What follows belongs to an exercise in optimizing a design on an open flow for small area, a short achievable clock period and few clock cycles; a production flow would make more cautious choices.
In this exercise RTL edits were held to simulation tests only and were not proved equivalent to the original.
Power is estimated from default activity; no workload was simulated.

===== design/flow/flow/run.sh =====
#!/bin/bash
# The standard layout, with the smallest buffer on each port instead of the
# default delay-cell buffer, and timing repair aiming 5.75 ns below the clock period
set -euo pipefail
export BUFFER_PORTS_ARGS="-buffer_cell sky130_fd_sc_hd__buf_1"
export SETUP_SLACK_MARGIN=5.75
bash standard.sh finish > standard_finish.log 2>&1

===== design/flow/standard.sh =====
#!/bin/bash
# synth_recipe.tcl (not shown) runs the flow's synth.tcl, then flattens the netlist and writes it again
# the make line also repeats each setting of config.mk as NAME=value (left out here)
make -C /OpenROAD-flow-scripts/flow DESIGN_CONFIG=/design/flow/config.mk WORK_HOME=/design/flow/orfs CLKGATE_MAP_FILE= SYNTH_SCRIPT=/design/flow/synth_recipe.tcl "${@:-finish}"

===== design/flow/config.mk =====
export PLATFORM = sky130hd
export DESIGN_NAME = keyword_source_lexer
export DESIGN_NICKNAME = keyword_source_lexer
export VERILOG_FILES = /design/flow/design.v
export SDC_FILE = /design/flow/constraint.sdc
export NUM_CORES = 4
export LEC_CHECK = 0
export ABC_AREA = 1
export CAP_MARGIN = 20
export CORE_MARGIN = 2
export CORE_UTILIZATION = 40
export CTS_BUF_LIST = sky130_fd_sc_hd__clkbuf_8
export SLEW_MARGIN = 20

===== design/flow/constraint.sdc =====
create_clock -name core_clock -period 8.5 [get_ports {clock}]
set_input_delay 1.7000 -clock core_clock [delete_from_list [all_inputs] [get_ports {clock}]]
set_output_delay 1.7000 -clock core_clock [all_outputs]
set_load 0.01 [all_outputs]

===== design/flow/design.v =====
`default_nettype none
module ksl_front (
   input  wire logic         clock,
   input  wire logic         reset,
   input  wire logic         req_valid,
   output logic              req_stall,
   input  wire logic [8:0]   req_data,
   input  wire logic         csr_we,
   input  wire logic [16:0]  csr_wdata,
   input  wire logic         room,
   input  wire logic [15:0]  last_index,
   output logic              push,
   output logic [45:0]       push_w
);
   localparam logic [5:0] KIND_IDENT   = 6'd31;
   localparam logic [5:0] KIND_NUMBER  = 6'd32;
   localparam logic [5:0] KIND_STRING  = 6'd33;
   localparam logic [5:0] KIND_END     = 6'd57;
   localparam logic [2:0] LM_IDLE   = 3'd0;
   localparam logic [2:0] LM_IDENT  = 3'd1;
   localparam logic [2:0] LM_NUMBER = 3'd2;
   localparam logic [2:0] LM_STRING = 3'd3;
   localparam logic [2:0] LM_LINE   = 3'd4;
   localparam logic [2:0] LM_BLOCK  = 3'd5;
   localparam logic [2:0] LM_PEND   = 3'd6;
   localparam logic [2:0] PD_SLASH = 3'd0;
   localparam logic [2:0] PD_EQ    = 3'd1;
   localparam logic [2:0] PD_BANG  = 3'd2;
   localparam logic [2:0] PD_LT    = 3'd3;
   localparam logic [2:0] PD_GT    = 3'd4;
   localparam logic [2:0] PD_MINUS = 3'd5;
   function automatic logic [9:0] kw_first(input logic [7:0] ch);
      logic [9:0] r;
      logic        hit;
      r   = '0;
      hit = 1'b0;
      r   = r | ({10{ch == 8'd97}} & 10'd339);
      hit = hit | (ch == 8'd97);
      r   = r | ({10{ch == 8'd99}} & 10'd385);
      hit = hit | (ch == 8'd99);
      r   = r | ({10{ch == 8'd100}} & 10'd293);
      hit = hit | (ch == 8'd100);
      r   = r | ({10{ch == 8'd101}} & 10'd558);
      hit = hit | (ch == 8'd101);
      r   = r | ({10{ch == 8'd102}} & 10'd274);
      hit = hit | (ch == 8'd102);
      r   = r | ({10{ch == 8'd103}} & 10'd69);
      hit = hit | (ch == 8'd103);
      r   = r | ({10{ch == 8'd104}} & 10'd143);
      hit = hit | (ch == 8'd104);
      r   = r | ({10{ch == 8'd105}} & 10'd174);
      hit = hit | (ch == 8'd105);
      r   = r | ({10{ch == 8'd107}} & 10'd581);
      hit = hit | (ch == 8'd107);
      r   = r | ({10{ch == 8'd108}} & 10'd841);
      hit = hit | (ch == 8'd108);
      r   = r | ({10{ch == 8'd109}} & 10'd47);
      hit = hit | (ch == 8'd109);
      r   = r | ({10{ch == 8'd111}} & 10'd422);
      hit = hit | (ch == 8'd111);
      r   = r | ({10{ch == 8'd114}} & 10'd9);
      hit = hit | (ch == 8'd114);
      r   = r | ({10{ch == 8'd117}} & 10'd782);
      hit = hit | (ch == 8'd117);
      r   = r | ({10{ch == 8'd119}} & 10'd360);
      hit = hit | (ch == 8'd119);
      kw_first = hit ? r : 10'd992;
   endfunction
   function automatic logic [4:0] kw_exp(input logic [8:0] kn);
      logic [4:0] r;
      logic        hit;
      r   = '0;
      hit = 1'b0;
      r   = r | ({5{kn == 9'd1}} & 5'd14);
      hit = hit | (kn == 9'd1);
      r   = r | ({5{kn == 9'd2}} & 5'd7);
      hit = hit | (kn == 9'd2);
      r   = r | ({5{kn == 9'd17}} & 5'd4);
      hit = hit | (kn == 9'd17);
      r   = r | ({5{kn == 9'd18}} & 5'd21);
      hit = hit | (kn == 9'd18);
      r   = r | ({5{kn == 9'd19}} & 5'd12);
      hit = hit | (kn == 9'd19);
      r   = r | ({5{kn == 9'd20}} & 5'd5);
      hit = hit | (kn == 9'd20);
      r   = r | ({5{kn == 9'd33}} & 5'd14);
      hit = hit | (kn == 9'd33);
      r   = r | ({5{kn == 9'd34}} & 5'd5);
      hit = hit | (kn == 9'd34);
      r   = r | ({5{kn == 9'd35}} & 5'd18);
      hit = hit | (kn == 9'd35);
      r   = r | ({5{kn == 9'd36}} & 5'd1);
      hit = hit | (kn == 9'd36);
      r   = r | ({5{kn == 9'd37}} & 5'd20);
      hit = hit | (kn == 9'd37);
      r   = r | ({5{kn == 9'd38}} & 5'd15);
      hit = hit | (kn == 9'd38);
      r   = r | ({5{kn == 9'd39}} & 5'd18);
      hit = hit | (kn == 9'd39);
      r   = r | ({5{kn == 9'd40}} & 5'd19);
      hit = hit | (kn == 9'd40);
      r   = r | ({5{kn == 9'd49}} & 5'd12);
      hit = hit | (kn == 9'd49);
      r   = r | ({5{kn == 9'd50}} & 5'd1);
      hit = hit | (kn == 9'd50);
      r   = r | ({5{kn == 9'd51}} & 5'd20);
      hit = hit | (kn == 9'd51);
      r   = r | ({5{kn == 9'd52}} & 5'd9);
      hit = hit | (kn == 9'd52);
      r   = r | ({5{kn == 9'd53}} & 5'd15);
      hit = hit | (kn == 9'd53);
      r   = r | ({5{kn == 9'd54}} & 5'd14);
      hit = hit | (kn == 9'd54);
      r   = r | ({5{kn == 9'd55}} & 5'd19);
      hit = hit | (kn == 9'd55);
      r   = r | ({5{kn == 9'd65}} & 5'd13);
      hit = hit | (kn == 9'd65);
      r   = r | ({5{kn == 9'd66}} & 5'd15);
      hit = hit | (kn == 9'd66);
      r   = r | ({5{kn == 9'd67}} & 5'd13);
      hit = hit | (kn == 9'd67);
      r   = r | ({5{kn == 9'd68}} & 5'd15);
      hit = hit | (kn == 9'd68);
      r   = r | ({5{kn == 9'd69}} & 5'd18);
      hit = hit | (kn == 9'd69);
      r   = r | ({5{kn == 9'd70}} & 5'd16);
      hit = hit | (kn == 9'd70);
      r   = r | ({5{kn == 9'd71}} & 5'd8);
      hit = hit | (kn == 9'd71);
      r   = r | ({5{kn == 9'd72}} & 5'd9);
      hit = hit | (kn == 9'd72);
      r   = r | ({5{kn == 9'd73}} & 5'd19);
      hit = hit | (kn == 9'd73);
      r   = r | ({5{kn == 9'd74}} & 5'd13);
      hit = hit | (kn == 9'd74);
      r   = r | ({5{kn == 9'd97}} & 5'd20);
      hit = hit | (kn == 9'd97);
      r   = r | ({5{kn == 9'd98}} & 5'd5);
      hit = hit | (kn == 9'd98);
      r   = r | ({5{kn == 9'd99}} & 5'd7);
      hit = hit | (kn == 9'd99);
      r   = r | ({5{kn == 9'd100}} & 5'd5);
      hit = hit | (kn == 9'd100);
      r   = r | ({5{kn == 9'd101}} & 5'd18);
      hit = hit | (kn == 9'd101);
      r   = r | ({5{kn == 9'd102}} & 5'd19);
      hit = hit | (kn == 9'd102);
      r   = r | ({5{kn == 9'd103}} & 5'd31);
      hit = hit | (kn == 9'd103);
      r   = r | ({5{kn == 9'd104}} & 5'd13);
      hit = hit | (kn == 9'd104);
      r   = r | ({5{kn == 9'd105}} & 5'd15);
      hit = hit | (kn == 9'd105);
      r   = r | ({5{kn == 9'd106}} & 5'd4);
      hit = hit | (kn == 9'd106);
      r   = r | ({5{kn == 9'd113}} & 5'd20);
      hit = hit | (kn == 9'd113);
      r   = r | ({5{kn == 9'd114}} & 5'd9);
      hit = hit | (kn == 9'd114);
      r   = r | ({5{kn == 9'd115}} & 5'd15);
      hit = hit | (kn == 9'd115);
      r   = r | ({5{kn == 9'd116}} & 5'd14);
      hit = hit | (kn == 9'd116);
      r   = r | ({5{kn == 9'd117}} & 5'd1);
      hit = hit | (kn == 9'd117);
      r   = r | ({5{kn == 9'd118}} & 5'd12);
      hit = hit | (kn == 9'd118);
      r   = r | ({5{kn == 9'd119}} & 5'd19);
      hit = hit | (kn == 9'd119);
      r   = r | ({5{kn == 9'd129}} & 5'd5);
      hit = hit | (kn == 9'd129);
      r   = r | ({5{kn == 9'd130}} & 5'd5);
      hit = hit | (kn == 9'd130);
      r   = r | ({5{kn == 9'd131}} & 5'd31);
      hit = hit | (kn == 9'd131);
      r   = r | ({5{kn == 9'd132}} & 5'd13);
      hit = hit | (kn == 9'd132);
      r   = r | ({5{kn == 9'd133}} & 5'd15);
      hit = hit | (kn == 9'd133);
      r   = r | ({5{kn == 9'd134}} & 5'd4);
      hit = hit | (kn == 9'd134);
      r   = r | ({5{kn == 9'd135}} & 5'd21);
      hit = hit | (kn == 9'd135);
      r   = r | ({5{kn == 9'd136}} & 5'd12);
      hit = hit | (kn == 9'd136);
      r   = r | ({5{kn == 9'd137}} & 5'd5);
      hit = hit | (kn == 9'd137);
      r   = r | ({5{kn == 9'd145}} & 5'd6);
      hit = hit | (kn == 9'd145);
      r   = r | ({5{kn == 9'd146}} & 5'd9);
      hit = hit | (kn == 9'd146);
      r   = r | ({5{kn == 9'd147}} & 5'd14);
      hit = hit | (kn == 9'd147);
      r   = r | ({5{kn == 9'd148}} & 5'd5);
      hit = hit | (kn == 9'd148);
      r   = r | ({5{kn == 9'd177}} & 5'd5);
      hit = hit | (kn == 9'd177);
      r   = r | ({5{kn == 9'd178}} & 5'd18);
      hit = hit | (kn == 9'd178);
      r   = r | ({5{kn == 9'd179}} & 5'd5);
      hit = hit | (kn == 9'd179);
      r   = r | ({5{kn == 9'd193}} & 5'd19);
      hit = hit | (kn == 9'd193);
      r   = r | ({5{kn == 9'd194}} & 5'd5);
      hit = hit | (kn == 9'd194);
      r   = r | ({5{kn == 9'd225}} & 5'd3);
      hit = hit | (kn == 9'd225);
      r   = r | ({5{kn == 9'd226}} & 5'd21);
      hit = hit | (kn == 9'd226);
      r   = r | ({5{kn == 9'd227}} & 5'd18);
      hit = hit | (kn == 9'd227);
      r   = r | ({5{kn == 9'd228}} & 5'd19);
      hit = hit | (kn == 9'd228);
      r   = r | ({5{kn == 9'd229}} & 5'd9);
      hit = hit | (kn == 9'd229);
      r   = r | ({5{kn == 9'd230}} & 5'd22);
      hit = hit | (kn == 9'd230);
      r   = r | ({5{kn == 9'd231}} & 5'd5);
      hit = hit | (kn == 9'd231);
      r   = r | ({5{kn == 9'd241}} & 5'd24);
      hit = hit | (kn == 9'd241);
      r   = r | ({5{kn == 9'd242}} & 5'd5);
      hit = hit | (kn == 9'd242);
      r   = r | ({5{kn == 9'd243}} & 5'd4);
      hit = hit | (kn == 9'd243);
      r   = r | ({5{kn == 9'd244}} & 5'd31);
      hit = hit | (kn == 9'd244);
      r   = r | ({5{kn == 9'd245}} & 5'd16);
      hit = hit | (kn == 9'd245);
      r   = r | ({5{kn == 9'd246}} & 5'd15);
      hit = hit | (kn == 9'd246);
      r   = r | ({5{kn == 9'd247}} & 5'd9);
      hit = hit | (kn == 9'd247);
      r   = r | ({5{kn == 9'd248}} & 5'd14);
      hit = hit | (kn == 9'd248);
      r   = r | ({5{kn == 9'd249}} & 5'd20);
      hit = hit | (kn == 9'd249);
      r   = r | ({5{kn == 9'd257}} & 5'd18);
      hit = hit | (kn == 9'd257);
      r   = r | ({5{kn == 9'd258}} & 5'd16);
      hit = hit | (kn == 9'd258);
      r   = r | ({5{kn == 9'd259}} & 5'd8);
      hit = hit | (kn == 9'd259);
      r   = r | ({5{kn == 9'd260}} & 5'd9);
      hit = hit | (kn == 9'd260);
      r   = r | ({5{kn == 9'd261}} & 5'd19);
      hit = hit | (kn == 9'd261);
      r   = r | ({5{kn == 9'd262}} & 5'd13);
      hit = hit | (kn == 9'd262);
      r   = r | ({5{kn == 9'd273}} & 5'd4);
      hit = hit | (kn == 9'd273);
      r   = r | ({5{kn == 9'd274}} & 5'd15);
      hit = hit | (kn == 9'd274);
      r   = r | ({5{kn == 9'd275}} & 5'd13);
      hit = hit | (kn == 9'd275);
      r   = r | ({5{kn == 9'd276}} & 5'd15);
      hit = hit | (kn == 9'd276);
      r   = r | ({5{kn == 9'd277}} & 5'd18);
      hit = hit | (kn == 9'd277);
      r   = r | ({5{kn == 9'd278}} & 5'd16);
      hit = hit | (kn == 9'd278);
      r   = r | ({5{kn == 9'd279}} & 5'd8);
      hit = hit | (kn == 9'd279);
      r   = r | ({5{kn == 9'd280}} & 5'd9);
      hit = hit | (kn == 9'd280);
      r   = r | ({5{kn == 9'd281}} & 5'd19);
      hit = hit | (kn == 9'd281);
      r   = r | ({5{kn == 9'd282}} & 5'd13);
      hit = hit | (kn == 9'd282);
      r   = r | ({5{kn == 9'd289}} & 5'd18);
      hit = hit | (kn == 9'd289);
      r   = r | ({5{kn == 9'd290}} & 5'd14);
      hit = hit | (kn == 9'd290);
      r   = r | ({5{kn == 9'd291}} & 5'd5);
      hit = hit | (kn == 9'd291);
      r   = r | ({5{kn == 9'd292}} & 5'd12);
      hit = hit | (kn == 9'd292);
      r   = r | ({5{kn == 9'd305}} & 5'd1);
      hit = hit | (kn == 9'd305);
      r   = r | ({5{kn == 9'd306}} & 5'd7);
      hit = hit | (kn == 9'd306);
      r   = r | ({5{kn == 9'd307}} & 5'd5);
      hit = hit | (kn == 9'd307);
      r   = r | ({5{kn == 9'd321}} & 5'd13);
      hit = hit | (kn == 9'd321);
      r   = r | ({5{kn == 9'd322}} & 5'd16);
      hit = hit | (kn == 9'd322);
      r   = r | ({5{kn == 9'd323}} & 5'd15);
      hit = hit | (kn == 9'd323);
      r   = r | ({5{kn == 9'd324}} & 5'd19);
      hit = hit | (kn == 9'd324);
      r   = r | ({5{kn == 9'd325}} & 5'd5);
      hit = hit | (kn == 9'd325);
      r   = r | ({5{kn == 9'd337}} & 5'd16);
      hit = hit | (kn == 9'd337);
      r   = r | ({5{kn == 9'd338}} & 5'd12);
      hit = hit | (kn == 9'd338);
      r   = r | ({5{kn == 9'd339}} & 5'd25);
      hit = hit | (kn == 9'd339);
      r   = r | ({5{kn == 9'd353}} & 5'd16);
      hit = hit | (kn == 9'd353);
      r   = r | ({5{kn == 9'd369}} & 5'd12);
      hit = hit | (kn == 9'd369);
      r   = r | ({5{kn == 9'd370}} & 5'd4);
      hit = hit | (kn == 9'd370);
      r   = r | ({5{kn == 9'd385}} & 5'd6);
      hit = hit | (kn == 9'd385);
      r   = r | ({5{kn == 9'd386}} & 5'd15);
      hit = hit | (kn == 9'd386);
      r   = r | ({5{kn == 9'd387}} & 5'd12);
      hit = hit | (kn == 9'd387);
      r   = r | ({5{kn == 9'd388}} & 5'd4);
      hit = hit | (kn == 9'd388);
      r   = r | ({5{kn == 9'd401}} & 5'd12);
      hit = hit | (kn == 9'd401);
      r   = r | ({5{kn == 9'd402}} & 5'd9);
      hit = hit | (kn == 9'd402);
      r   = r | ({5{kn == 9'd403}} & 5'd13);
      hit = hit | (kn == 9'd403);
      r   = r | ({5{kn == 9'd404}} & 5'd9);
      hit = hit | (kn == 9'd404);
      r   = r | ({5{kn == 9'd405}} & 5'd20);
      hit = hit | (kn == 9'd405);
      r   = r | ({5{kn == 9'd417}} & 5'd13);
      hit = hit | (kn == 9'd417);
      r   = r | ({5{kn == 9'd418}} & 5'd9);
      hit = hit | (kn == 9'd418);
      r   = r | ({5{kn == 9'd419}} & 5'd20);
      hit = hit | (kn == 9'd419);
      r   = r | ({5{kn == 9'd433}} & 5'd12);
      hit = hit | (kn == 9'd433);
      r   = r | ({5{kn == 9'd434}} & 5'd20);
      hit = hit | (kn == 9'd434);
      r   = r | ({5{kn == 9'd435}} & 5'd5);
      hit = hit | (kn == 9'd435);
      r   = r | ({5{kn == 9'd436}} & 5'd18);
      hit = hit | (kn == 9'd436);
      r   = r | ({5{kn == 9'd449}} & 5'd13);
      hit = hit | (kn == 9'd449);
      r   = r | ({5{kn == 9'd450}} & 5'd2);
      hit = hit | (kn == 9'd450);
      r   = r | ({5{kn == 9'd451}} & 5'd4);
      hit = hit | (kn == 9'd451);
      r   = r | ({5{kn == 9'd452}} & 5'd1);
      hit = hit | (kn == 9'd452);
      r   = r | ({5{kn == 9'd465}} & 5'd20);
      hit = hit | (kn == 9'd465);
      r   = r | ({5{kn == 9'd466}} & 5'd8);
      hit = hit | (kn == 9'd466);
      r   = r | ({5{kn == 9'd481}} & 5'd9);
      hit = hit | (kn == 9'd481);
      r   = r | ({5{kn == 9'd482}} & 5'd20);
      hit = hit | (kn == 9'd482);
      r   = r | ({5{kn == 9'd483}} & 5'd9);
      hit = hit | (kn == 9'd483);
      r   = r | ({5{kn == 9'd484}} & 5'd1);
      hit = hit | (kn == 9'd484);
      r   = r | ({5{kn == 9'd485}} & 5'd12);
      hit = hit | (kn == 9'd485);
      kw_exp = hit ? r : 5'd0;
   endfunction
   function automatic logic [9:0] kw_alt(input logic [16:0] knc);
      logic [9:0] r;
      logic        hit;
      r   = '0;
      hit = 1'b0;
      r   = r | ({10{knc == 17'd41328}} & 10'd688);
      hit = hit | (knc == 17'd41328);
      r   = r | ({10{knc == 17'd49519}} & 10'd653);
      hit = hit | (knc == 17'd49519);
      r   = r | ({10{knc == 17'd82540}} & 10'd809);
      hit = hit | (knc == 17'd82540);
      r   = r | ({10{knc == 17'd33129}} & 10'd504);
      hit = hit | (knc == 17'd33129);
      r   = r | ({10{knc == 17'd33135}} & 10'd748);
      hit = hit | (knc == 17'd33135);
      r   = r | ({10{knc == 17'd62060}} & 10'd884);
      hit = hit | (knc == 17'd62060);
      r   = r | ({10{knc == 17'd20845}} & 10'd609);
      hit = hit | (knc == 17'd20845);
      r   = r | ({10{knc == 17'd21097}} & 10'd980);
      hit = hit | (knc == 17'd21097);
      r   = r | ({10{knc == 17'd21108}} & 10'd197);
      hit = hit | (knc == 17'd21108);
      r   = r | ({10{knc == 17'd106849}} & 10'd909);
      hit = hit | (knc == 17'd106849);
      r   = r | ({10{knc == 17'd4449}} & 10'd720);
      hit = hit | (knc == 17'd4449);
      r   = r | ({10{knc == 17'd4722}} & 10'd528);
      hit = hit | (knc == 17'd4722);
      r   = r | ({10{knc == 17'd353}} & 10'd244);
      hit = hit | (knc == 17'd353);
      r   = r | ({10{knc == 17'd357}} & 10'd108);
      hit = hit | (knc == 17'd357);
      r   = r | ({10{knc == 17'd12899}} & 10'd469);
      hit = hit | (knc == 17'd12899);
      r   = r | ({10{knc == 17'd45417}} & 10'd948);
      hit = hit | (knc == 17'd45417);
      kw_alt = hit ? r : 10'd992;
   endfunction
   function automatic logic [5:0] single_kind(input logic [7:0] ch);
      logic [5:0] r;
      r = '0;
      r = r | ({6{ch == 8'h2b}} & 6'd39);    
      r = r | ({6{ch == 8'h2a}} & 6'd42);    
      r = r | ({6{ch == 8'h25}} & 6'd44);    
      r = r | ({6{ch == 8'h28}} & 6'd45);    
      r = r | ({6{ch == 8'h29}} & 6'd46);    
      r = r | ({6{ch == 8'h7b}} & 6'd47);    
      r = r | ({6{ch == 8'h7d}} & 6'd48);    
      r = r | ({6{ch == 8'h2c}} & 6'd49);    
      r = r | ({6{ch == 8'h3b}} & 6'd50);    
      r = r | ({6{ch == 8'h3a}} & 6'd53);    
      r = r | ({6{ch == 8'h5b}} & 6'd54);    
      r = r | ({6{ch == 8'h5d}} & 6'd55);    
      r = r | ({6{ch == 8'h2e}} & 6'd56);    
      single_kind = r;
   endfunction
   localparam int CL_W = 11;
   localparam int CL_WORD  = 10;    
   localparam int CL_ALPHA = 9;     
   localparam int CL_DIGIT = 8;
   localparam int CL_QUOTE = 7;
   localparam int CL_NL    = 6;
   localparam int CL_SLASH = 5;
   localparam int CL_STAR  = 4;
   localparam int CL_EQ    = 3;
   localparam int CL_GT    = 2;
   localparam int CL_PEND  = 1;     
   localparam int CL_OP    = 0;     
   function automatic logic [3:0] class_code(input logic [7:0] ch);
      logic alpha, digit;
      alpha = ((ch >= "a") && (ch <= "z")) || ((ch >= "A") && (ch <= "Z")) || (ch == "_");
      digit = (ch >= "0") && (ch <= "9");
      class_code = 4'b1100;
      if (alpha) class_code = 4'b0000;
      if (digit) class_code = 4'b0001;
      if (ch == "/") class_code = 4'b0100;
      if (ch == "=") class_code = 4'b0101;
      if (ch == ">") class_code = 4'b0110;
      if ((ch == "!") || (ch == "<") || (ch == "-")) class_code = 4'b0111;
      if (single_kind(ch) != 6'd0) class_code = 4'b1000;
      if (ch == "*") class_code = 4'b1001;
      if (ch == "\"") class_code = 4'b1101;
      if (ch == 8'd10) class_code = 4'b1110;
   endfunction
   function automatic logic [CL_W-1:0] classes(input logic [3:0] cc);
      classes = {cc[3:2] == 2'b00, cc[3:2] == 2'b00 && !cc[0], cc[3:2] == 2'b00 && cc[0],
                 cc == 4'b1101, cc == 4'b1110, cc == 4'b0100, cc == 4'b1001,
                 cc == 4'b0101, cc == 4'b0110, cc[3:2] == 2'b01, cc[3:2] == 2'b10};
   endfunction
   function automatic logic [15:0] cap4_of(input logic [16:0] l);
      if (l[16]) begin
         cap4_of = 16'd65531;
      end else if (l[15:0] == 16'd0) begin
         cap4_of = 16'hfffc;
      end else begin
         cap4_of = l[15:0] - 16'd5;
      end
   endfunction
   logic              in_v;
   logic [7:0]        c;
   logic              eot;
   logic [3:0]        cc;
   logic [CL_W-1:0]   cl;
   logic              b_v;
   logic [8:0]        b_data;
   logic [8:0]        src;
   logic              load_a;
   logic [2:0]   mode_ff, mode_in;
   logic [2:0]   pend_ff, pend_in;
   logic         star_ff, star_in;
   logic [15:0]  start_ff, start_in;
   logic [5:0]   len_ff, len_in;
   logic [4:0]   kw_ff, kw_in;
   logic [4:0]   kwe_ff, kwe_in;      
   logic [16:0]  pos_ff, pos_in;
   logic         zero_ff, zero_in;    
   logic [15:0]  cnt;                 
   logic         ovf_ff, ovf_in;      
   logic         near_ff, near_in;    
   logic         far_ff, far_in;      
   logic [15:0]  cap4_ff;             
   logic [15:0]  cap4_w;
   logic [2:0]   c_pend;
   logic [5:0]   c_kind, two_kind, flush_kind, flush_len;
   logic         flush_emits;
   assign c_kind   = single_kind(c);
   assign cl       = classes(cc);
   assign cap4_w   = cap4_of(csr_wdata);
   logic         w_cap0, w_cap1, w_cap2;
   assign w_cap0   = (csr_wdata[16:1] == 16'd0);
   assign w_cap1   = (csr_wdata == 17'd2);
   assign w_cap2   = (csr_wdata == 17'd3);
   assign cnt      = zero_ff ? 16'd0 : last_index + 16'd1;
   logic         kw_hit;
   logic [9:0]   kw_f, kw_a;
   assign kw_hit = (c[4:0] == kwe_ff) && c[6] && (c[5] || (kwe_ff == 5'd31));
   assign kw_f   = kw_first(c);
   assign kw_a   = kw_alt({kw_ff, len_ff[3:0], c});
   always_comb begin
      c_pend = PD_SLASH;
      if (c == "=") c_pend = PD_EQ;
      if (c == "!") c_pend = PD_BANG;
      if (c == "<") c_pend = PD_LT;
      if (c == ">") c_pend = PD_GT;
      if (c == "-") c_pend = PD_MINUS;
   end
   always_comb begin
      two_kind = 6'd0;
      if (cl[CL_EQ]) begin
         if (pend_ff == PD_EQ)   two_kind = 6'd34;
         if (pend_ff == PD_BANG) two_kind = 6'd35;
         if (pend_ff == PD_LT)   two_kind = 6'd36;
         if (pend_ff == PD_GT)   two_kind = 6'd37;
      end else if (cl[CL_GT] && (pend_ff == PD_MINUS)) begin
         two_kind = 6'd41;
      end
   end
   always_comb begin
      flush_emits = 1'b1;
      flush_len   = len_ff;
      flush_kind  = 6'd0;
      if (mode_ff == LM_IDENT) begin
         flush_kind = (kwe_ff != 5'd0) ? KIND_IDENT : {1'b0, kw_ff};
      end else if (mode_ff == LM_NUMBER) begin
         flush_kind = KIND_NUMBER;
      end else if (mode_ff == LM_STRING) begin
         flush_kind = KIND_STRING;
      end else if (mode_ff == LM_PEND) begin
         flush_len = 6'd1;
         if (pend_ff == PD_SLASH) flush_kind = 6'd43;
         if (pend_ff == PD_EQ)    flush_kind = 6'd38;
         if (pend_ff == PD_LT)    flush_kind = 6'd51;
         if (pend_ff == PD_GT)    flush_kind = 6'd52;
         if (pend_ff == PD_MINUS) flush_kind = 6'd40;
         flush_emits = (pend_ff != PD_BANG);
      end else begin
         flush_emits = 1'b0;
      end
   end
   logic         emit, split, step, take;
   logic [5:0]   w_kind, w_len;
   logic [15:0]  w_start;
   logic         w_ovf, w_last, w_end;
   always_comb begin
      logic do_flush, do_start;
      mode_in  = mode_ff;
      pos_in   = pos_ff;
      emit     = 1'b0;
      split    = 1'b0;
      w_end    = 1'b0;
      w_kind   = flush_kind;
      w_start  = ((mode_ff == LM_STRING) && (len_ff == 6'd0)) ? pos_ff[15:0] : start_ff;
      w_len    = flush_len;
      w_ovf    = 1'b0;
      do_flush = 1'b0;
      do_start = 1'b0;
      if (eot) begin
         mode_in = LM_IDLE;
         emit    = 1'b1;
         if (!ovf_ff && flush_emits) begin
            split = 1'b1;
         end else begin
            w_end   = 1'b1;
            w_kind  = KIND_END;
            w_start = pos_ff[15:0];
            w_len   = 6'd0;
            w_ovf   = ovf_ff;
            pos_in  = '0;
         end
      end else if (!ovf_ff && !pos_ff[16]) begin
         pos_in = pos_ff + 17'd1;
         case (mode_ff)
            LM_IDENT: begin
               if (!cl[CL_WORD]) begin
                  do_flush = 1'b1;
                  do_start = 1'b1;
               end
            end
            LM_NUMBER: begin
               if (!cl[CL_DIGIT]) begin
                  do_flush = 1'b1;
                  do_start = 1'b1;
               end
            end
            LM_STRING: begin
               if (cl[CL_QUOTE]) do_flush = 1'b1;
            end
            LM_LINE: begin
               if (cl[CL_NL]) mode_in = LM_IDLE;
            end
            LM_BLOCK: begin
               if (star_ff && cl[CL_SLASH]) mode_in = LM_IDLE;
            end
            LM_PEND: begin
               if ((pend_ff == PD_SLASH) && cl[CL_SLASH]) begin
                  mode_in = LM_LINE;
               end else if ((pend_ff == PD_SLASH) && cl[CL_STAR]) begin
                  mode_in = LM_BLOCK;
               end else if (two_kind != 6'd0) begin
                  mode_in = LM_IDLE;
                  emit    = 1'b1;
                  w_kind  = two_kind;
                  w_len   = 6'd2;
               end else begin
                  do_flush = 1'b1;
                  do_start = 1'b1;
               end
            end
            default: begin
               mode_in  = LM_IDLE;
               do_start = 1'b1;
            end
         endcase
         if (do_flush) begin
            mode_in = LM_IDLE;
            if (flush_emits) begin
               emit = 1'b1;
               if (do_start && !near_ff && cl[CL_OP]) begin
                  split  = 1'b1;
                  pos_in = pos_ff;
               end else if (near_ff) begin
                  do_start = 1'b0;
               end
            end
         end
         if (do_start && !split) begin
            if (cl[CL_ALPHA]) begin
               mode_in  = LM_IDENT;
            end else if (cl[CL_DIGIT]) begin
               mode_in  = LM_NUMBER;
            end else if (cl[CL_QUOTE]) begin
               mode_in  = LM_STRING;
            end else if (cl[CL_PEND]) begin
               mode_in  = LM_PEND;
            end else if (cl[CL_OP]) begin
               emit    = 1'b1;
               w_kind  = c_kind;
               w_start = pos_ff[15:0];
               w_len   = 6'd1;
            end
         end
      end
      w_last = !split;
      step   = in_v && (room || !emit);
      take   = step && !split;
      push   = in_v && emit && room;
   end
   assign push_w    = {w_kind, cnt, w_start, w_len, w_ovf, w_last};
   logic  tok_cont;
   assign tok_cont = ((mode_ff == LM_IDENT) && cl[CL_WORD]) || ((mode_ff == LM_NUMBER) && cl[CL_DIGIT]) ||
                     ((mode_ff == LM_STRING) && !cl[CL_QUOTE]);
   always_comb begin
      pend_in  = c_pend;
      star_in  = (mode_ff == LM_BLOCK) && cl[CL_STAR];
      start_in = pos_ff[15:0];
      len_in   = cl[CL_QUOTE] ? 6'd0 : 6'd1;
      kw_in    = kw_f[9:5];
      kwe_in   = kw_f[4:0];
      if (tok_cont) begin
         len_in = (len_ff == 6'd63) ? len_ff : len_ff + 6'd1;
      end
      if (tok_cont && !((mode_ff == LM_STRING) && (len_ff == 6'd0))) begin
         start_in = start_ff;
      end
      if (mode_ff == LM_IDENT) begin
         kw_in  = kw_hit ? kw_ff : kw_a[9:5];
         kwe_in = kw_hit ? ((len_ff[5:4] == 2'b00) ? kw_exp({kw_ff, len_ff[3:0]}) : 5'd0) : kw_a[4:0];
      end
      if (pos_ff[16]) begin
         pend_in  = pend_ff;
         start_in = start_ff;
         len_in   = len_ff;
         kw_in    = kw_ff;
         kwe_in   = kwe_ff;
      end
   end
   logic  in_v_in, b_v_in, eot_in, stall_ff;
   assign load_a    = !in_v || take;
   assign src       = b_v ? b_data : req_data;
   assign req_stall = stall_ff;
   always_comb begin
      in_v_in = in_v;
      b_v_in  = b_v;
      eot_in  = eot;
      if (load_a) begin
         in_v_in = b_v || (req_valid && !req_stall);
         b_v_in  = 1'b0;
         eot_in  = src[0];
      end else if (req_valid && !req_stall) begin
         b_v_in  = 1'b1;
      end
   end
   always_ff @(posedge clock) begin
      if (reset) begin
         in_v     <= 1'b0;
         b_v      <= 1'b0;
         stall_ff <= 1'b0;
      end else begin
         in_v     <= in_v_in;
         b_v      <= b_v_in;
         stall_ff <= b_v_in || (in_v_in && eot_in);
      end
      eot <= eot_in;
      if (load_a) begin
         c  <= src[8:1];
         cc <= class_code(src[8:1]);
      end
      if (!req_stall) begin
         b_data <= req_data;
      end
   end
   always_comb begin
      zero_in = zero_ff;
      ovf_in  = ovf_ff;
      near_in = near_ff;
      far_in  = far_ff;
      if (push && w_end) begin
         zero_in = 1'b1;
         ovf_in  = csr_we ? w_cap0 : (cap4_ff == 16'hfffc);
         near_in = csr_we ? w_cap1 : (cap4_ff == 16'hfffd);
         far_in  = csr_we ? w_cap2 : (cap4_ff == 16'hfffe);
      end else if (push) begin
         zero_in = 1'b0;
         ovf_in  = near_ff;
         near_in = far_ff;
         far_in  = zero_ff ? (cap4_ff == 16'hffff) : (last_index == cap4_ff);
      end else if (csr_we && !in_v && !b_v) begin
         ovf_in  = w_cap0;
         near_in = w_cap1;
         far_in  = w_cap2;
      end
   end
   always_ff @(posedge clock) begin
      if (reset) begin
         mode_ff <= LM_IDLE;
         pos_ff  <= '0;
         zero_ff <= 1'b1;
         ovf_ff  <= 1'b0;
         near_ff <= 1'b0;
         far_ff  <= 1'b0;
         cap4_ff <= 16'd1019;
      end else begin
         if (csr_we) cap4_ff <= cap4_w;
         zero_ff <= zero_in;
         ovf_ff  <= ovf_in;
         near_ff <= near_in;
         far_ff  <= far_in;
         if (step) begin
            mode_ff <= mode_in;
            pos_ff  <= pos_in;
         end
      end
   end
   always_ff @(posedge clock) begin
      if (step) begin
         pend_ff  <= pend_in;
         star_ff  <= star_in;
         start_ff <= start_in;
         len_ff   <= len_in;
         kw_ff    <= kw_in;
         kwe_ff   <= kwe_in;
      end
   end
endmodule
`default_nettype wire
`default_nettype none
module ksl_tokq (
   input  wire logic          clock,
   input  wire logic          reset,
   input  wire logic          push,
   input  wire logic [45:0]   push_w,
   output logic              room,
   output logic              rsp_valid,
   input  wire logic          rsp_stall,
   output logic [45:0]       rsp_data
);
   logic         v_ff;
   logic [45:0]  w_ff;
   assign rsp_valid = v_ff;
   assign rsp_data  = w_ff;
   assign room      = !v_ff || !rsp_stall;
   always_ff @(posedge clock) begin
      if (reset) begin
         v_ff <= 1'b0;
      end else if (room) begin
         v_ff <= push;
      end
      if (push) begin
         w_ff[39:24] <= push_w[39:24];
      end
      if (room) begin
         w_ff[45:40] <= push_w[45:40];
         w_ff[23:0]  <= push_w[23:0];
      end
   end
endmodule
`default_nettype wire
`default_nettype none
module keyword_source_lexer #(
   parameter int MAX_TEXT_LEN = 65536
) (
   input  wire logic         clock,
   input  wire logic         reset,
   input  wire logic         req_valid,
   output logic             req_stall,
   input  wire logic [8:0]   req_data,
   output logic             rsp_valid,
   input  wire logic         rsp_stall,
   output logic [45:0]      rsp_data,
   input  wire logic         csr_we,
   input  wire logic [16:0]  csr_wdata
);
   logic         room;
   logic         push;
   logic [45:0]  push_w;
   ksl_front u_front (
      .clock     (clock),
      .reset     (reset),
      .req_valid (req_valid),
      .req_stall (req_stall),
      .req_data  (req_data),
      .csr_we    (csr_we),
      .csr_wdata (csr_wdata),
      .room      (room),
      .last_index(rsp_data[39:24]),
      .push      (push),
      .push_w    (push_w)
   );
   ksl_tokq u_tokq (
      .clock     (clock),
      .reset     (reset),
      .push      (push),
      .push_w    (push_w),
      .room      (room),
      .rsp_valid (rsp_valid),
      .rsp_stall (rsp_stall),
      .rsp_data  (rsp_data)
   );
endmodule
`default_nettype wire

==> flow_summary_export.csv, run 1 <==
group,metric,value,unit
run_status,status,"finished clean",
finish,fill_cells,2858,
finish,nNetsFinal,1822,
routing,wl,39500,um
cts,path_clk_slew,0.08,ns
sta,relSlewSlack,0.294,
die,start_util,0.407,
critical_path,cp_num_buf_inv,2,
cts,cts_tree,"built",
routing,route.detailed.drc,0,
logic_synthesis,synth.net_count,1689,
global_route,grt_pass1_vias,11200,
routing,drtIter0Drc,1206,
power_and_ir_drop,p_per_area,138,mW/mm2
global_route,antenna_found_initial,0,
placed_design,io_buffers,78,
logic_synthesis,synth_top_area_frac,0.273,
critical_path,max_stage_delay,0.30,ns
logic_synthesis,ys_seq_area_frac,0.353,
logic_synthesis,yosys.cell_count.top_type,"nand2_1",
finish,area_growth,19.3,%
run,maxCapViolCount,0,
sta,worst_clock_skew,0.0148,ns
critical_path,worstPathArrival,3.02,ns
logic_synthesis,ys_ff_latch,148,
logic_synthesis,yosysUniqueCellTypes,59,
sta,setup-tns-final,0,ns
logic_synthesis,ys_top_cells_by_count,"nand2_1 (336), nor2_1 (297), inv_1 (204)",
finish,seq_area,0.00400,mm2
logic_synthesis,synthFlopType,"edfxtp_1",
logic_synthesis,synth_edf_count,103,
cts,clock_latency,0.46,ns
finish,multi_input_area,0.00688,mm2
sta,max_slew.worst_pin.slew,1.06,ns
die,dieArea,0.0297,mm2
global_route,grt_max_degree,33,
sta,rsz0062_at_grt,"yes",
critical_path,start_kind,"primary input",
placed_design,place.gp.congestion,1.05,
die,die_h,172,um
critical_path,crit_required,8.76,ns
finish,antenna_cells,0,
power_and_ir_drop,p_leak,5.60,nW
global_route,grt_pass1_wl,61400,um
logic_synthesis,synthCells,1649,
cts,cts_buffers,17,
critical_path,slowest_stage,"a211oi_2",
logic_synthesis,async_flop_share,0,
critical_path,end_kind,"flop",
critical_path,path_cells,"buf_1, o21ai_4, nand2_2, inv_1, nand2_1, nor2_4, nand3_1, o31ai_1, o21ai_1, nand3_1, a211oi_2",
critical_path,cp_common_cell,"nand3_1",
critical_path,r2r_slack,5.79,ns
critical_path,cp_max_fo,5,
die,core_area,0.0279,mm2
routing,vias,12300,
routing,ant_nets,0,
routing,drt_first_pass_iters,6,
die,io_pins,79,
sta,final_max_slew_viol_count,0,
sta,clock.fmax,363,MHz
sta,post-route-period-util,0.324,
cts,root_buffer,"clkbuf_8",
routing,viasPerCell,5.64,
power_and_ir_drop,ir_worst_vdd,0.0986,mV
cts,cts.sinks,148,
die,placementRows,61,
cts,h-tree-depth,4,
logic_synthesis,syn-cell-area,0.0113,mm2
global_route,grt_use_total,0.265,
logic_synthesis,syn_area_per_cell,6.87,um2
sta,hold_viol,0,
logic_synthesis,ys_top_cells_by_area,"edfxtp_1 (27%), nand2_1 (11%), nor2_1 (9.8%)",
logic_synthesis,yosysTopAreaCell,"edfxtp_1",
min_path,hold_class,"flop to flop",
cts,cts_buffer_depth,2,
critical_path,worstSetupPathType,"primary input to flop",
finish,final_cells,2173,
sta,period_needed,2.76,ns
finish,layout-drive-gt1-share,0.172,
placed_design,hpwl,29100,um
placed_design,dp_slack,4.72,ns
routing,routedWlPerCell,18.2,um
sta,fin_ws,5.74,ns
die,chipWidth,172,um
global_route,overflow,0,
sta,setup_viol,0,
critical_path,cp_top_family,"compound AO/OA/AOI/OAI gates",
placed_design,placedCellCount,2073,
logic_synthesis,ys_warn_count,2,
==> cell families (layout without fill, tap and decap cells) <==
family | after synthesis | count (layout) | synth area share
buf+inv | 254 | 398 | 0.0878
simple gates | 894 | 896 | 0.352
mux | 1 | 1 | 0.000884
compound gates | 306 | 306 | 0.168
xor+xnor | 37 | 37 | 0.0286
flops | 148 | 148 | 0.353
fa+ha+maj | 9 | 9 | 0.00994
==> metal layers <==
metal,wire length [um],track usage
met3,3080,0.0474
met5,0,0
met1,17800,0.378
met2,17400,0.405
met4,1180,0.0906
==> layout make-up <==
type,count,area share
Inverter,219,0.0657
Timing Repair inverter,3,0.00148
Timing Repair Buffer,144,0.0643
Tap cell,378,0.0350
Clock buffer,18,0.0183
Clock inverter,14,0.00991
Sequential cell,148,0.296
Multi-Input combinational cell,1249,0.509
==> where the power goes <==
| group | internal, W | switching (W) | leakage, nW | total [W] |
|---|---|---|---|---|
| registers | 0.000842 | 0.0000398 | 1.42 | 0.000882 |
| logic | 0.000142 | 0.000300 | 3.98 | 0.000442 |
| clock network | 0.000266 | 0.000279 | 0.198 | 0.000545 |
| total | 0.00125 | 0.000619 | 5.60 | 0.00187 |
==> layout by cell type (no fill, tap or decap), types with 9 or more instances in the layout <==
| cell type | n |
|---|---|
| dfxtp_1 | 43 |
| nor2_2 | 27 |
| nor4_1 | 20 |
| nand2_4 | 10 |
| o2111ai_1 | 11 |
| xnor2_1 | 11 |
| nor2_1 | 261 |
| nand2_2 | 23 |
| inv_1 | 185 |
| or2_2 | 13 |
| a31oi_1 | 13 |
| buf_4 | 64 |
| clkbuf_8 | 18 |
| a21oi_1 | 92 |
| nor2_4 | 25 |
| o221ai_1 | 15 |
| nand2_1 | 319 |
| clkbuf_2 | 13 |
| o21ai_1 | 9 |
| buf_1 | 60 |
| nand3_1 | 84 |
| xor2_1 | 26 |
| nand4_1 | 30 |
| o211ai_1 | 18 |
| nor3_1 | 47 |
| o21ai_0 | 78 |
| inv_2 | 22 |
| edfxtp_1 | 103 |
==> worst register-to-register path, cell delays in order (launching register included) <==
cell and delay, ns:
edfxtp_1 0.48, inv_1 0.11, ha_1 0.18, inv_2 0.07, nor2_4 0.24, nand2_8 0.15
clkinvlp_4 0.16, buf_4 0.14, nand3_1 0.10, nand2_1 0.16, nor2_1 0.08, nand4_1 0.16
nand3b_1 0.12, o31ai_1 0.25, inv_1 0.07
==> final timing paths <==
path	startpoint	end	depth (start not counted)
worst max-delay path	req_data[7]	u_front.cc[2]	11
worst min-delay path	u_front.cap4_ff[2]	u_front.cap4_ff[2]	2
worst max register to register	u_front.len_ff[1]	u_front.kw_ff[4]	14
worst min register to register	u_front.cap4_ff[2]	u_front.cap4_ff[2]	2
==> per-stage QoR <==
step / util / area (um2) / power [W] / hold slack [ns]
3_3_place_gp: 0.436 / 12200 / 0.00128 / 0.501
5_1_grt: 0.485 / 13500 / 0.00196 / 0.534
6_report: 0.485 / 13500 / 0.00187 / 0.521
3_5_place_dp: 0.436 / 12200 / 0.00128 / 0.510
2_1_floorplan: - / 11500 / 0.00116 / 0.406
4_1_cts: 0.463 / 12900 / 0.00184 / 0.518
==> state kept, by name, indices dropped and copies added (netlist names), 3 cells and up <==
name	flops
u_front.b_data	9
u_front.c	8
u_front.cap4_ff	16
u_front.cc	4
u_front.kw_ff	5
u_front.kwe_ff	5
u_front.len_ff	6
u_front.mode_ff	3
u_front.pend_ff	3
u_front.pos_ff	17
u_front.start_ff	16
u_tokq.w_ff	46
==> what timing repair did <==
| action | 4_1_cts | 5_1_grt |
|---|---|---|
| gates resized for setup | 49 | 86 |
| endpoints found under the setup margin | 119 | 118 |
| hold buffers | 0 | 0 |
| cloned | 4 | 1 |
| buffers inserted | 22 | 41 |
| pin swaps | 5 | 19 |
Testbench counts, summed over its fixed seeds: cycles 146,983.
==> run 2: changes to the inputs <==
--- a/design/flow/design.v
+++ b/design/flow/design.v
@@ -644,5 +644,5 @@
       end
       w_last = !split;
-      step   = in_v && (room || !emit);
+      step   = in_v && room;
       take   = step && !split;
       push   = in_v && emit && room;
--- a/design/flow/config.mk
+++ b/design/flow/config.mk
@@ -9,5 +9,5 @@
 export CAP_MARGIN = 20
 export CORE_MARGIN = 2
-export CORE_UTILIZATION = 40
+export CORE_UTILIZATION = 45
 export CTS_BUF_LIST = sky130_fd_sc_hd__clkbuf_8
 export SLEW_MARGIN = 20
==> run 2 against run 1 <==
- still clean on timing, DRC and antenna
- combinational power is 19% higher
- synthesized cell count increased by 0.12%
- clock power is 7.7% higher
- core utilization rose by 5.7 points
- maximum frequency shrank 0.67%
- sequential cell count is the same
- final cell count fell by 2.6%
- cell area fell by 3.0%
- critical path depth decreased by 10
- largest power group unchanged
==> flow_summary_export.csv, run 2 <==
group,metric,value,unit
run_status,status,"finished clean",
global_route,overflow,0,
cts,path_clk_slew,0.10,ns
cts,cts_tree,"built",
logic_synthesis,yosys.cell_count.top_type,"nand2_1",
routing,ant_nets,0,
logic_synthesis,synth_top_area_frac,0.280,
power_and_ir_drop,p_leak,5.64,nW
power_and_ir_drop,internal_power,0.00131,W
critical_path,cp_num_buf_inv,1,
finish,layout-drive-gt1-share,0.151,
sta,final_max_slew_viol_count,0,
critical_path,path_cells,"clkbuf_2",
die,placementRows,57,
logic_synthesis,yosysUniqueCellTypes,58,
cts,cts.sinks,148,
logic_synthesis,ys_top_cells_by_count,"nand2_1 (367), nor2_1 (267), inv_1 (207)",
global_route,antenna_found_initial,0,
finish,top_regs,"u_tokq.w_ff (46), u_front.pos_ff (17)",
placed_design,hpwl,28000,um
die,dieArea,0.0258,mm2
finish,top_register,"u_tokq.w_ff",
critical_path,cp_max_fo,1,
run,maxCapViolCount,0,
min_path,hold_start,"u_front.pos_ff[2]",
global_route,grt_max_degree,33,
logic_synthesis,synthFlopType,"edfxtp_1",
routing,drtIter0Drc,1243,
sta,period_needed,2.78,ns
sta,max_slew.worst_pin.slew,0.809,ns
critical_path,worstSetupPathType,"flop to output port",
critical_path,cp_top_family,"flip-flops",
critical_path,r2r_start,"u_front.kw_ff[0]",
logic_synthesis,synthCells,1651,
power_and_ir_drop,p_per_area,156,mW/mm2
routing,route.detailed.drc,0,
logic_synthesis,syn-cell-area,0.0110,mm2
sta,relSlewSlack,0.456,
logic_synthesis,ys_top_cells_by_area,"edfxtp_1 (28%), nand2_1 (12%), nor2_1 (9.1%)",
power_and_ir_drop,seqPwrFrac,0.455,
placed_design,dp_slack,4.83,ns
cts,h-tree-depth,4,
global_route,grt_pass1_vias,10900,
power_and_ir_drop,power.share.switching,0.359,
critical_path,start_kind,"flop",
die,core_area,0.0242,mm2
logic_synthesis,async_flop_share,0,
logic_synthesis,synth.net_count,1691,
finish,layout_commonest_cell,"nand2_1",
critical_path,worstPathArrival,1.08,ns
finish,antenna_cells,0,
routing,routedWlPerCell,17.8,um
global_route,grt_use_total,0.287,
logic_synthesis,ys_ff_latch,148,
die,io_pins,79,
min_path,hold_class,"flop to flop",
sta,rsz0062_at_grt,"yes",
placed_design,place.gp.congestion,1.03,
routing,vias,12100,
critical_path,max_stage_delay,0.46,ns
logic_synthesis,synth_edf_count,103,
power_and_ir_drop,ir_worst_vdd,0.0992,mV
die,chipWidth,161,um
routing,wl,37700,um
finish,area_growth,18.6,%
logic_synthesis,ys_warn_count,2,
sta,hold_viol,0,
global_route,grt_pass1_wl,58600,um
power_and_ir_drop,p_comb_frac,0.258,
critical_path,crit_required,6.80,ns
sta,setup-tns-final,0,ns
placed_design,io_buffers,78,
logic_synthesis,syn_area_per_cell,6.69,um2
die,start_util,0.457,
finish,largest_reg_flops,46,
routing,viasPerCell,5.71,
cts,cts_buffer_depth,2,
sta,worst_clock_skew,0.0196,ns
sta,clock.fmax,360,MHz
power_and_ir_drop,p_clk_frac,0.288,
logic_synthesis,ys_seq_area_frac,0.362,
cts,cts.hold.buffers_added,0,
cts,clock_latency,0.47,ns
cts,cts_buffers,17,
finish,nNetsFinal,1819,
power_and_ir_drop,netSwitchingPower,0.000732,W
cts,root_buffer,"clkbuf_8",
die,die_h,161,um
routing,drt_first_pass_iters,6,
critical_path,end_kind,"output port",
sta,fin_ws,5.72,ns
logic_synthesis,yosysTopAreaCell,"edfxtp_1",
finish,layout_common_cells,"nand2_1 (350), nor2_1 (237), inv_1 (193)",
critical_path,slowest_stage,"edfxtp_1",
sta,post-route-period-util,0.327,
critical_path,cp-startpoint,"u_tokq.w_ff[42]",
sta,setup_viol,0,
run 2: cell count changes after synthesis, moves of 6 or more:
cell	change
o221ai_1	-14
o31ai_1	-7
a21oi_1	+30
nand2_2	-13
nand2_1	+31
o211ai_2	-7
o2111ai_1	-6
nor2_1	-30
nand4_1	+11
nand3_1	+30
o21ai_0	+10
xor2_1	-6
o211ai_1	-10
run 2: worst paths after layout:
kind | slack [ns] | to | depth (start not counted)
max reg2reg | 5.81 | u_front.kwe_ff[4] | 12
max | 5.72 | rsp_data[42] | 1
min | 0.47 | u_front.start_ff[2] | 0
min reg2reg | 0.47 | u_front.start_ff[2] | 0
run 2: area by class of cell:
cell class,instances,area [um2]
clock buffers,17,234
well taps,324,405
inverters,218,863
flip-flops and latches,148,4000
repair inverters,2,15.0
clock inverters,15,170
multi-input cells,1253,6580
repair buffers,139,831
fillers,2406,11100
run 2: power groups by stage:
stage          clock network [W]  logic, W  registers (W)
2_1_floorplan                  0  0.000301       0.000950
3_3_place_gp                   0  0.000445       0.000948
3_5_place_dp                   0  0.000448       0.000948
4_1_cts                 0.000595  0.000484       0.000926
5_1_grt                 0.000621  0.000580       0.000938
6_report                0.000587  0.000526       0.000928
run 2: timing repair:
action | 4_1_cts | 5_1_grt
pin swaps | 4 | 22
setup endpoints to repair | 108 | 72
hold endpoints to repair | 0 | 0
resized for setup | 30 | 107
cloned | 4 | 0
buffers inserted | 25 | 28
run 2: per-stage QoR:
stage / total power (W) / cells / utilization / area, um2 / hold WS, ns
2_1_floorplan: 0.00125 / 1651 / - / 11300 / 0.406
3_3_place_gp: 0.00139 / 2027 / 0.489 / 11800 / 0.446
3_5_place_dp: 0.00140 / 2027 / 0.489 / 11800 / 0.450
4_1_cts: 0.00200 / 2088 / 0.520 / 12600 / 0.469
5_1_grt: 0.00214 / 2116 / 0.542 / 13100 / 0.506
6_report: 0.00204 / 2116 / 0.542 / 13100 / 0.467
run 2: layer usage:
metal  wire, um  global-route usage
met4       1140               0.104
met2      16800               0.446
met3       2920              0.0473
met5          0                   0
met1      16800               0.406
run 2: worst register-to-register path, delay by kind of cell, from the launching register on:
family,cells,cell delay (ns)
AND/OR/NAND/NOR,10,1.39
flip-flops,1,0.49
AO/OA/AOI/OAI,1,0.42
buffers and inverters,1,0.16
run 2: kinds of logic (layout without fill, tap and decap cells):
| group | count (synthesis) | count (layout) | synth area share |
|---|---|---|---|
| buffers and inverters | 252 | 391 | 0.0913 |
| multiplexers | 1 | 1 | 0.000906 |
| adder cells (fa/ha/maj) | 9 | 9 | 0.0102 |
| AND/OR/NAND/NOR | 927 | 928 | 0.370 |
| XOR/XNOR | 26 | 26 | 0.0206 |
| AO/OA/AOI/OAI | 288 | 289 | 0.145 |
| flip-flops | 148 | 148 | 0.362 |
Testbench counts of run 2, summed over its fixed seeds: cycles 148,692.
==> run 3: changes to the inputs <==
==> design/flow/flow/run.sh (replaced) <==
#!/bin/bash
# The standard layout, with the smallest buffer on each port instead of the
# default delay-cell buffer, and timing repair aiming 5.65 ns below the clock period
set -euo pipefail
export BUFFER_PORTS_ARGS="-buffer_cell sky130_fd_sc_hd__buf_1"
export SETUP_SLACK_MARGIN=5.65
bash standard.sh finish > standard_finish.log 2>&1
--- a/design/flow/config.mk
+++ b/design/flow/config.mk
@@ -9,5 +9,5 @@
 export CAP_MARGIN = 20
 export CORE_MARGIN = 2
-export CORE_UTILIZATION = 45
+export CORE_UTILIZATION = 50
 export CTS_BUF_LIST = sky130_fd_sc_hd__clkbuf_8
 export SLEW_MARGIN = 20
==> run 3 against run 2 <==
- hold slack better by 0.018 ns
- sequential share of layout area is 1.2 points higher
- register-to-register slack worse by 0.06 ns
- non-clock buffer count is 24 lower
- maximum frequency is 0.38% lower
- critical path depth is 9 higher
- worst setup slack worse by 0.011 ns
- critical path type is now primary input to flop
- largest cell class unchanged
==> flow_summary_export.csv, run 3 <==
group,metric,value,unit
run_status,status,"finished clean",
power_and_ir_drop,ir_worst_vdd,0.153,mV
logic_synthesis,synth_top_family_by_area,"simple AND/OR/NAND/NOR gates",
critical_path,worstSetupPathType,"primary input to flop",
global_route,grt_pass1_wl,58000,um
finish,layout_commonest_cell,"nand2_1",
cts,clock_latency,0.46,ns
global_route,antenna_found_initial,0,
placed_design,io_buffers,78,
logic_synthesis,synth.net_count,1691,
placed_design,dp_slack,4.78,ns
logic_synthesis,yosysTopAreaCell,"edfxtp_1",
logic_synthesis,post_synth_and_or_nand_nor_area_fraction,0.370,
min_path,hold_start,"u_front.pos_ff[2]",
critical_path,cp_max_fo,4,
global_route,grt_use_total,0.306,
sta,hold_viol,0,
power_and_ir_drop,p_total,0.00196,W
logic_synthesis,synth-compound-area-share,0.145,
sta,max_slew.worst_pin.slew,0.735,ns
critical_path,worstPathArrival,3.17,ns
logic_synthesis,synthAdderAreaFrac,0.0102,
global_route,overflow,0,
sta,worst_clock_skew,0.0193,ns
routing,wl,36300,um
logic_synthesis,synthXorXnorAreaFrac,0.0206,
cts,root_buffer,"clkbuf_8",
routing,vias,12000,
die,start_util,0.508,
routing,route.detailed.drc,0,
sta,fin_ws,5.71,ns
finish,area_growth,13.9,%
cts,cts.sinks,148,
die,dieArea,0.0233,mm2
die,die_h,153,um
finish,seq_area,0.00400,mm2
logic_synthesis,synth_top_area_frac,0.280,
sta,period_needed,2.79,ns
sta,clock.fmax,359,MHz
cts,cts_tree,"built",
power_and_ir_drop,p_leak,5.41,nW
logic_synthesis,async_flop_share,0,
cts,cts_buffer_depth,2,
logic_synthesis,syn-cell-area,0.0110,mm2
min_path,hold_class,"flop to flop",
logic_synthesis,synth_edf_count,103,
sta,relSlewSlack,0.505,
die,placementRows,54,
finish,layout-drive-gt1-share,0.110,
logic_synthesis,synthMuxAreaShare,0.000906,
die,core_area,0.0218,mm2
logic_synthesis,yosysUniqueCellTypes,58,
critical_path,start_kind,"primary input",
logic_synthesis,ys_ff_latch,148,
critical_path,end_kind,"flop",
finish,fill_cells,2163,
placed_design,hpwl,27100,um
logic_synthesis,ys_seq_area_frac,0.362,
logic_synthesis,ys_top_cells_by_area,"edfxtp_1 (28%), nand2_1 (12%), nor2_1 (9.1%)",
run,maxCapViolCount,0,
logic_synthesis,ys_top_cells_by_count,"nand2_1 (367), nor2_1 (267), inv_1 (207)",
routing,viasPerCell,5.86,
placed_design,place.gp.congestion,1.05,
logic_synthesis,synthCells,1651,
die,chipWidth,153,um
routing,drt_first_pass_iters,7,
global_route,grt_max_degree,33,
cts,cts_buffers,17,
critical_path,reg2reg_depth,14,
finish,top_regs,"u_tokq.w_ff (46), u_front.pos_ff (17)",
cts,path_clk_slew,0.08,ns
power_and_ir_drop,p_per_area,156,mW/mm2
finish,multi_input_area,0.00637,mm2
finish,nNetsFinal,1796,
sta,setup-tns-final,0,ns
cts,h-tree-depth,4,
finish,top_register,"u_tokq.w_ff",
finish,largest_reg_flops,46,
logic_synthesis,yosys.cell_count.top_type,"nand2_1",
global_route,grt_pass1_vias,11000,
sta,rsz0062_at_grt,"yes",
critical_path,crit_required,8.89,ns
finish,layout_common_cells,"nand2_1 (355), nor2_1 (245), inv_1 (198)",
sta,final_max_slew_viol_count,0,
sta,setup_viol,0,
logic_synthesis,ys_warn_count,2,
min_path,whs_path_depth,0,
finish,antenna_cells,0,
routing,routedWlPerCell,17.7,um
logic_synthesis,synthFlopType,"edfxtp_1",
routing,ant_nets,0,
critical_path,r2r_start,"u_front.len_ff[0]",
die,io_pins,79,
routing,drtIter0Drc,1148,
sta,post-route-period-util,0.328,
logic_synthesis,syn_area_per_cell,6.69,um2
critical_path,cp-startpoint,"csr_wdata[8]",
critical_path,r2r_slack,5.75,ns
-- run 3: what timing repair did --
action	4_1_cts	5_1_grt
setup endpoints to repair	94	79
setup buffers	9	24
hold buffers	0	0
resized for setup	12	54
pin swaps	1	8
cloned	2	3
endpoints found under the hold margin	0	0
-- run 3: worst paths after layout --
path | end
worst max-delay path | u_front.near_ff
worst min-delay path | u_front.start_ff[2]
worst max register to register | u_front.kwe_ff[4]
worst min register to register | u_front.start_ff[2]
-- run 3: layer usage --
metal | GRT usage | wire [um] | vias to the layer above
met4 | 0.0961 | 928 | 0
met5 | 0 | 0 | -
met1 | 0.437 | 16300 | 5596
met2 | 0.480 | 16300 | 544
li1 | - | - | 5781
met3 | 0.0441 | 2720 | 83
-- run 3: final cells by class --
type / count / share of cell area
Multi-Input combinational cell: 1255 / 0.507
Sequential cell: 148 / 0.318
Inverter: 218 / 0.0678
Timing Repair Buffer: 115 / 0.0489
Tap cell: 280 / 0.0279
Clock buffer: 17 / 0.0186
Clock inverter: 15 / 0.0117
Timing Repair inverter: 1 / 0.000597
-- run 3: cells by family (layout without fill, tap and decap cells) --
group / Yosys count / in the layout
AO/OA/AOI/OAI: 288 / 290
XOR/XNOR: 26 / 26
multiplexers: 1 / 1
flip-flops: 148 / 148
AND/OR/NAND/NOR: 927 / 929
buffers and inverters: 252 / 366
adder cells (fa/ha/maj): 9 / 9
-- run 3: per-stage QoR --
step | cells | hold WS, ns | util | instance area (um2)
final | 2049 | 0.485 | 0.578 | 12600
after global routing | 2049 | 0.474 | 0.578 | 12600
after CTS | 2022 | 0.465 | 0.561 | 12200
after detailed placement | 1979 | 0.444 | 0.536 | 11700
after global placement | 1979 | 0.442 | 0.536 | 11700
after floorplan | 1651 | 0.406 | - | 11200
-- run 3: worst max-delay path, cell delays in order --
cell,delay (ns)
buf_1,0.13
nor2_1,0.19
inv_1,0.10
nor4_4,0.27
nand4_1,0.22
o21ai_0,0.22
nand2_1,0.07
nand2_1,0.06
nand2_1,0.05
a21oi_1,0.14
-- run 3: power by group --
group          switching [W]  internal (W)
logic               0.000339      0.000150
registers          0.0000631      0.000872
clock network       0.000301      0.000238
total               0.000703       0.00126
==> run 4: changes to the inputs <==
--- a/design/flow/config.mk
+++ b/design/flow/config.mk
@@ -9,5 +9,5 @@
 export CAP_MARGIN = 20
 export CORE_MARGIN = 2
-export CORE_UTILIZATION = 50
+export CORE_UTILIZATION = 40
 export CTS_BUF_LIST = sky130_fd_sc_hd__clkbuf_8
 export SLEW_MARGIN = 20
==> run 4 against run 3 <==
- clock power rose by 12%
- first-iteration DRC count is 0.70% higher
- cell area hardly changed
- largest cell class unchanged
==> flow_summary_export.csv, run 4 <==
group,metric,value,unit
critical_path,r2r_slack,5.73,ns
logic_synthesis,synth.net_count,1691,
cts,cts.sinks,148,
critical_path,cp-startpoint,"u_tokq.w_ff[28]",
power_and_ir_drop,netSwitchingPower,0.000682,W
logic_synthesis,yosys.cell_count.top_type,"nand2_1",
min_path,hold_end,"u_front.start_ff[3]",
global_route,grt_pass1_wl,59000,um
cts,path_clk_slew,0.09,ns
cts,cts_buffers,17,
global_route,overflow,0,
finish,seq_area,0.00400,mm2
critical_path,path_cells,"buf_1",
power_and_ir_drop,p_per_area,160,mW/mm2
critical_path,cp_max_fo,6,
finish,final_cells,2100,
power_and_ir_drop,seqPwrFrac,0.462,
sta,post-route-period-util,0.329,
finish,top_regs,"u_tokq.w_ff (46), u_front.pos_ff (17)",
global_route,grt_use_total,0.259,
die,start_util,0.409,
die,placementRows,60,
sta,rsz0062_at_grt,"yes",
logic_synthesis,async_flop_share,0,
routing,wl,37800,um
die,dieArea,0.0290,mm2
global_route,grt_pass1_vias,11000,
critical_path,crit_required,6.80,ns
logic_synthesis,synthFlopType,"edfxtp_1",
finish,antenna_cells,0,
cts,clock_latency,0.46,ns
sta,period_needed,2.80,ns
routing,vias,11800,
finish,largest_reg_flops,46,
power_and_ir_drop,p_leak,5.39,nW
critical_path,r2r_start,"u_front.len_ff[0]",
logic_synthesis,yosysUniqueCellTypes,58,
cts,h-tree-depth,4,
global_route,grt_max_degree,33,
critical_path,worstPathArrival,1.10,ns
min_path,hold_start,"u_front.pos_ff[3]",
logic_synthesis,ys_ff_latch,148,
routing,route.detailed.drc,0,
placed_design,io_buffers,78,
sta,relSlewSlack,0.400,
routing,routedWlPerCell,18.0,um
run_status,status,"finished clean",
routing,viasPerCell,5.62,
placed_design,place.gp.congestion,1.04,
routing,ant_nets,0,
sta,final_max_slew_viol_count,0,
power_and_ir_drop,internal_power,0.00133,W
critical_path,cp_num_buf_inv,1,
sta,clock.fmax,357,MHz
critical_path,reg2reg_depth,16,
power_and_ir_drop,p_clk_frac,0.299,
critical_path,cp_top_family,"flip-flops",
die,io_pins,79,
die,chipWidth,170,um
finish,multi_input_area,0.00633,mm2
critical_path,r2r-end,"u_front.kwe_ff[0]",
logic_synthesis,syn_area_per_cell,6.69,um2
min_path,whs_path_depth,0,
finish,area_growth,13.8,%
power_and_ir_drop,ir_worst_vdd,0.0898,mV
finish,fill_cells,2880,
sta,worst_clock_skew,0.0197,ns
power_and_ir_drop,power.share.switching,0.338,
global_route,antenna_found_initial,0,
logic_synthesis,synthCells,1651,
logic_synthesis,synth_edf_count,103,
logic_synthesis,ys_top_cells_by_area,"edfxtp_1 (28%), nand2_1 (12%), nor2_1 (9.1%)",
finish,layout-drive-gt1-share,0.0989,
logic_synthesis,ys_seq_area_frac,0.362,
sta,hold_viol,0,
die,die_h,170,um
finish,layout_common_cells,"nand2_1 (357), nor2_1 (245), inv_1 (205)",
cts,cts_buffer_depth,2,
critical_path,max_stage_delay,0.48,ns
run,maxCapViolCount,0,
logic_synthesis,ys_warn_count,2,
routing,drt_first_pass_iters,6,
critical_path,slowest_stage,"edfxtp_1",
logic_synthesis,ys_top_cells_by_count,"nand2_1 (367), nor2_1 (267), inv_1 (207)",
critical_path,worstSetupPathType,"flop to output port",
critical_path,start_kind,"flop",
placed_design,placedCellCount,2043,
logic_synthesis,yosysTopAreaCell,"edfxtp_1",
cts,root_buffer,"clkbuf_8",
logic_synthesis,synth_top_area_frac,0.280,
placed_design,hpwl,28200,um
critical_path,end_kind,"output port",
min_path,hold_class,"flop to flop",
die,core_area,0.0270,mm2
logic_synthesis,syn-cell-area,0.0110,mm2
sta,setup_viol,0,
sta,max_slew.worst_pin.slew,0.897,ns
finish,top_register,"u_tokq.w_ff",
finish,layout_commonest_cell,"nand2_1",
finish,nNetsFinal,1786,
sta,setup-tns-final,0,ns
routing,drtIter0Drc,1156,
power_and_ir_drop,p_comb_frac,0.239,
cts,cts_tree,"built",
-- run 4: repair_timing --
| item | 4_1_cts | 5_1_grt |
|---|---|---|
| hold buffers | 0 | 0 |
| buffers inserted | 10 | 12 |
| endpoints found under the setup margin | 72 | 41 |
| gates cloned | 2 | 1 |
| resized for setup | 17 | 39 |
| pin swaps | 1 | 7 |
-- run 4: worst max-delay path by stage --
| stage | to | slack, ns | cells after the start |
|---|---|---|---|
| 6_report | rsp_data[28] | 5.70 | 1 |
| 5_1_grt | u_front.kw_ff[0] | 5.53 | 14 |
| 4_1_cts | rsp_valid | 5.55 | 1 |
| 3_5_place_dp | u_front.pos_ff[3] | 4.81 | 10 |
| 3_3_place_gp | u_front.pos_ff[3] | 4.84 | 10 |
| 2_1_floorplan | u_front.start_ff[0] | 5.54 | 5 |
-- run 4: power by group through the flow --
| stage | combinational, W | sequential [W] | clock, W |
|---|---|---|---|
| after detailed placement | 0.000443 | 0.000948 | 0 |
| after CTS | 0.000462 | 0.000931 | 0.000614 |
| after floorplan | 0.000297 | 0.000950 | 0 |
| after global placement | 0.000439 | 0.000947 | 0 |
| after global routing | 0.000536 | 0.000943 | 0.000639 |
| final | 0.000481 | 0.000932 | 0.000602 |
-- run 4: routing by layer --
| layer | wire length (um) | share of wire | GRT usage |
|---|---|---|---|
| met1 | 17600 | 0.47 | 0.367 |
| met2 | 16600 | 0.44 | 0.398 |
| met3 | 2560 | 0.068 | 0.0433 |
| met4 | 1060 | 0.028 | 0.0940 |
| met5 | 0 | 0 | 0 |
-- run 4: per-stage QoR --
stage	instance area [um2]	hold slack (ns)	worst slack [ns]	power [W]	util
2_1_floorplan	11200	0.406	5.54	0.00125	-
3_3_place_gp	11800	0.448	4.84	0.00139	0.435
3_5_place_dp	11800	0.446	4.81	0.00139	0.435
4_1_cts	12300	0.467	5.55	0.00201	0.457
5_1_grt	12600	0.480	5.53	0.00212	0.465
6_report	12600	0.476	5.70	0.00201	0.465
-- run 4: logic make-up after synthesis --
logic type,Yosys count,synth area share
multiplexers,1,0.000906
AND/OR/NAND/NOR,927,0.370
XOR/XNOR,26,0.0206
adder cells (fa/ha/maj),9,0.0102
AO/OA/AOI/OAI,288,0.145
flip-flops,148,0.362
buffers and inverters,252,0.0913
-- run 4: area by class of cell --
type,count,share of cell area
multi-input combinational,1253,0.503
sequential,148,0.318
inverter,218,0.0673
timing repair buffer,107,0.0432
tap,341,0.0339
clock buffer,17,0.0186
clock inverter,15,0.0152
timing repair inverter,1,0.000597

[what the ideal ports hide]
The results above use ideal ports. As a check the final layouts listed here were re-extracted and re-timed, cells and wires unchanged.
Step 1 assumes that a clkbuf_16 drives the clock port and a buf_2 every other input.
Step 2, shift: input delay + t, output delay - t, t = (earliest + latest rising clock arrival at the registers) / 2. This alone moves slack from input paths to output paths.
Slacks: ideal ports / drivers / drivers and shift; pairs: ideal ports / drivers.
run | t, ns | slack for setup (ns) | worst setup path at the end | clock arrival spread, ns
run 1 | 0.494 | 5.742 / 5.735 / 5.269 | input to register | 0.015 / 0.015
run 2 | 0.504 | 5.724 / 5.678 / 5.337 | input to register | 0.020 / 0.021
run 3 | 0.492 | 5.713 / 5.678 / 5.240 | input to register | 0.019 / 0.019
run 4 | 0.498 | 5.702 / 5.656 / 5.237 | input to register | 0.019 / 0.019
After both steps every run listed still meets setup and hold.
